Background: an optimization exercise with open tools, aiming at small area. Do not read the settings as production practice.
Function was checked by simulation only, so behaviour that the tests miss may differ from the original.
Power is estimated from default activity; no workload was simulated.

==> flow/design.v (excerpt) <==
module xor_table_lookup_reader #(
    parameter int NUM_WR      = 8,
    parameter int INDEX_WIDTH = 12,
    parameter int VALUE_WIDTH = 31,
    parameter int KEY_WIDTH   = 32,
    parameter int DATA_WIDTH  = 64,
    parameter int RD_LATENCY  = 2
) (
    input  logic                          clk,
    input  logic                          reset,
    input  logic                          en_in,
    input  logic [1:0]                    opt_in,
    input  logic [INDEX_WIDTH-1:0]        index_in,
    input  logic [KEY_WIDTH-1:0]          key_in,
    output logic                          rd_en,
    output logic [INDEX_WIDTH-1:0]        rd_addr,
    input  logic [NUM_WR*DATA_WIDTH-1:0]  rd_bank_data,
    input  logic [NUM_WR-1:0]             wr_snoop_valid,
    input  logic [NUM_WR*INDEX_WIDTH-1:0] wr_snoop_index,
    input  logic [NUM_WR*DATA_WIDTH-1:0]  wr_snoop_entry,
    output logic                          out_valid,
    output logic                          out_hit,
    output logic [VALUE_WIDTH-1:0]        out_value,
    output logic [KEY_WIDTH-1:0]          out_key,
    output logic [INDEX_WIDTH-1:0]        out_index
);
    localparam int VALID_BIT = KEY_WIDTH + VALUE_WIDTH;
    localparam int ENTRY_W   = VALID_BIT + 1;
    localparam int DEPTH     = RD_LATENCY + 1;
    localparam int KV_W      = KEY_WIDTH + 1;       
    logic [DEPTH-1:0]       pipe_valid;
    logic [KEY_WIDTH-1:0]   pipe_key   [DEPTH];
    logic [INDEX_WIDTH-1:0] pipe_index [DEPTH];
    logic                   st_fwd     [DEPTH];
    logic                   st_hit     [DEPTH];
    logic [VALUE_WIDTH-1:0] st_value   [DEPTH];
  ...
Settings: LEC_CHECK=0, CAP_MARGIN=0, CORE_AREA=10 10 410 410, CTS_BUF_LIST=sky130_fd_sc_hd__clkbuf_4, DIE_AREA=0 0 420 420, SLEW_MARGIN=0, SYNTH_HIERARCHICAL=1, SYNTH_MINIMUM_KEEP_SIZE=0; clock period 7.0 ns.
standard.sh (not shown) runs the stock make flow with config.mk's settings and CLKGATE_MAP_FILE= SYNTH_SCRIPT=/design/flow/synth_recipe.tcl, a recipe that flattens the netlist after the stock synthesis.
==> flow/flow/run.sh <==
#!/bin/bash
# The standard layout, except that port buffers use the smallest buffer cell.
set -euo pipefail
bash standard.sh \
  "BUFFER_PORTS_ARGS=-buffer_cell sky130_fd_sc_hd__buf_1" \
  finish > standard_flow.log 2>&1
Edit:
==> flow/flow/run.sh (replaced) <==
#!/bin/bash
# The standard layout, with these changes:
# - synthesis is synth_recipe.tcl unchanged except that ABC maps with flow/area.abc;
# - port buffers use the smallest buffer cell;
# - pins may sit on every routing track along the die edge (a smaller die fits them);
# - clock tree synthesis adds no dummy loads and no wide-spacing rule on the clock net
#   (whose pin sits between tightly packed signal pins).
set -euo pipefail
export FLOW_FLOW_DIR="$PWD/flow"
{ head -n 1 synth_recipe.tcl; cat flow/abc_override.tcl; tail -n +2 synth_recipe.tcl; } > area_synth.tcl
bash standard.sh \
  "SYNTH_SCRIPT=$PWD/area_synth.tcl" \
  "BUFFER_PORTS_ARGS=-buffer_cell sky130_fd_sc_hd__buf_1" \
  "PLACE_PINS_ARGS=-min_distance 1 -min_distance_in_tracks" \
  "CTS_ARGS=-sink_clustering_enable -repair_clock_nets -dont_use_dummy_load -apply_ndr none -sink_clustering_size 30 -sink_clustering_max_diameter 80 -buf_list sky130_fd_sc_hd__clkbuf_8" \
  finish > standard_flow.log 2>&1
==> flow/flow/abc_override.tcl (new file) <==
# Map combinational logic with flow/area.abc (area-recovering mapping without the
# speed script's buffering and sizing); the flow's own repair fixes slew and timing.
proc abc {args} {
  set i [lsearch -exact $args -script]
  if { $i >= 0 } {
    lset args [expr { $i + 1 }] $::env(FLOW_FLOW_DIR)/area.abc
  }
  yosys abc {*}$args
}
==> flow/flow/area.abc (new file) <==
&get -n
&st
&synch2
&nf -R 1000
&st
&synch2
&nf -R 1000
&put
--- a/flow/config.mk
+++ b/flow/config.mk
@@ -8,5 +8,9 @@
 export CAP_MARGIN = 0
-export CORE_AREA = 10 10 410 410
-export CTS_BUF_LIST = sky130_fd_sc_hd__clkbuf_4
-export DIE_AREA = 0 0 420 420
+export CELL_PAD_IN_SITES_DETAIL_PLACEMENT = 1
+export CELL_PAD_IN_SITES_GLOBAL_PLACEMENT = 1
+export CORE_AREA = 8 8 282 282
+export CTS_BUF_LIST = sky130_fd_sc_hd__clkbuf_8
+export CTS_CLUSTER_DIAMETER = 80
+export CTS_CLUSTER_SIZE = 30
+export DIE_AREA = 0 0 290 290
 export SLEW_MARGIN = 0
Effect: Die area went down by 52%; sequential share of layout area increases by 1.8 points; power goes down by 22%; count of clock-buffer cells in the layout drops by 97; worst setup slack improves by 0.29 ns.
Edit:
--- a/flow/flow/run.sh
+++ b/flow/flow/run.sh
@@ -5,4 +5,3 @@
 # - pins may sit on every routing track along the die edge (a smaller die fits them);
-# - clock tree synthesis adds no dummy loads and no wide-spacing rule on the clock net
-#   (whose pin sits between tightly packed signal pins).
+# - clock tree synthesis adds no dummy loads.
 set -euo pipefail
@@ -14,3 +13,3 @@
   "PLACE_PINS_ARGS=-min_distance 1 -min_distance_in_tracks" \
-  "CTS_ARGS=-sink_clustering_enable -repair_clock_nets -dont_use_dummy_load -apply_ndr none -sink_clustering_size 30 -sink_clustering_max_diameter 80 -buf_list sky130_fd_sc_hd__clkbuf_8" \
+  "CTS_ARGS=-sink_clustering_enable -repair_clock_nets -dont_use_dummy_load -sink_clustering_size 30 -sink_clustering_max_diameter 80 -buf_list sky130_fd_sc_hd__clkbuf_8" \
   finish > standard_flow.log 2>&1
What happened:
- The new run produced a clean layout
- combinational power stays flat
- via count barely changes
- die area stays the same
- setup slack loses 0.014 ns
- sequential power barely changes
- global-route usage went up by 0.23 points
- clock-buffer cell count stays the same

[re-timing with driven ports]
Ports are ideal in the flow. The routed layouts listed here were re-timed in OpenROAD. Step 1 assumes that a clkbuf_16 drives the clock port and a buf_2 every other input. Step 2 moves the port delays by t, midway between the first and last clock arrival at a register: inputs arrive t later, outputs are due t later. That takes back most of the time a late clock gives input paths. Three values: ideal ports, drivers, drivers and shift; two values: the first two.
| run | t (ns) | setup WS [ns] | worst setup path at the end | cell pins on the clock port's net |
|---|---|---|---|---|
| the first run | 1.056 | 0.932 / 0.932 / 0.171 | input to register | 1 |
| the second run | 0.732 | 1.225 / 1.251 / 0.519 | input to register | 1 |
| the third run | 0.720 | 1.211 / 1.228 / 0.508 | input to register | 1 |
After both steps every run listed still meets setup and hold. The setup slack of the first run, which loses most, moves by 0.000 ns with the drivers and by -0.761 ns with both steps.
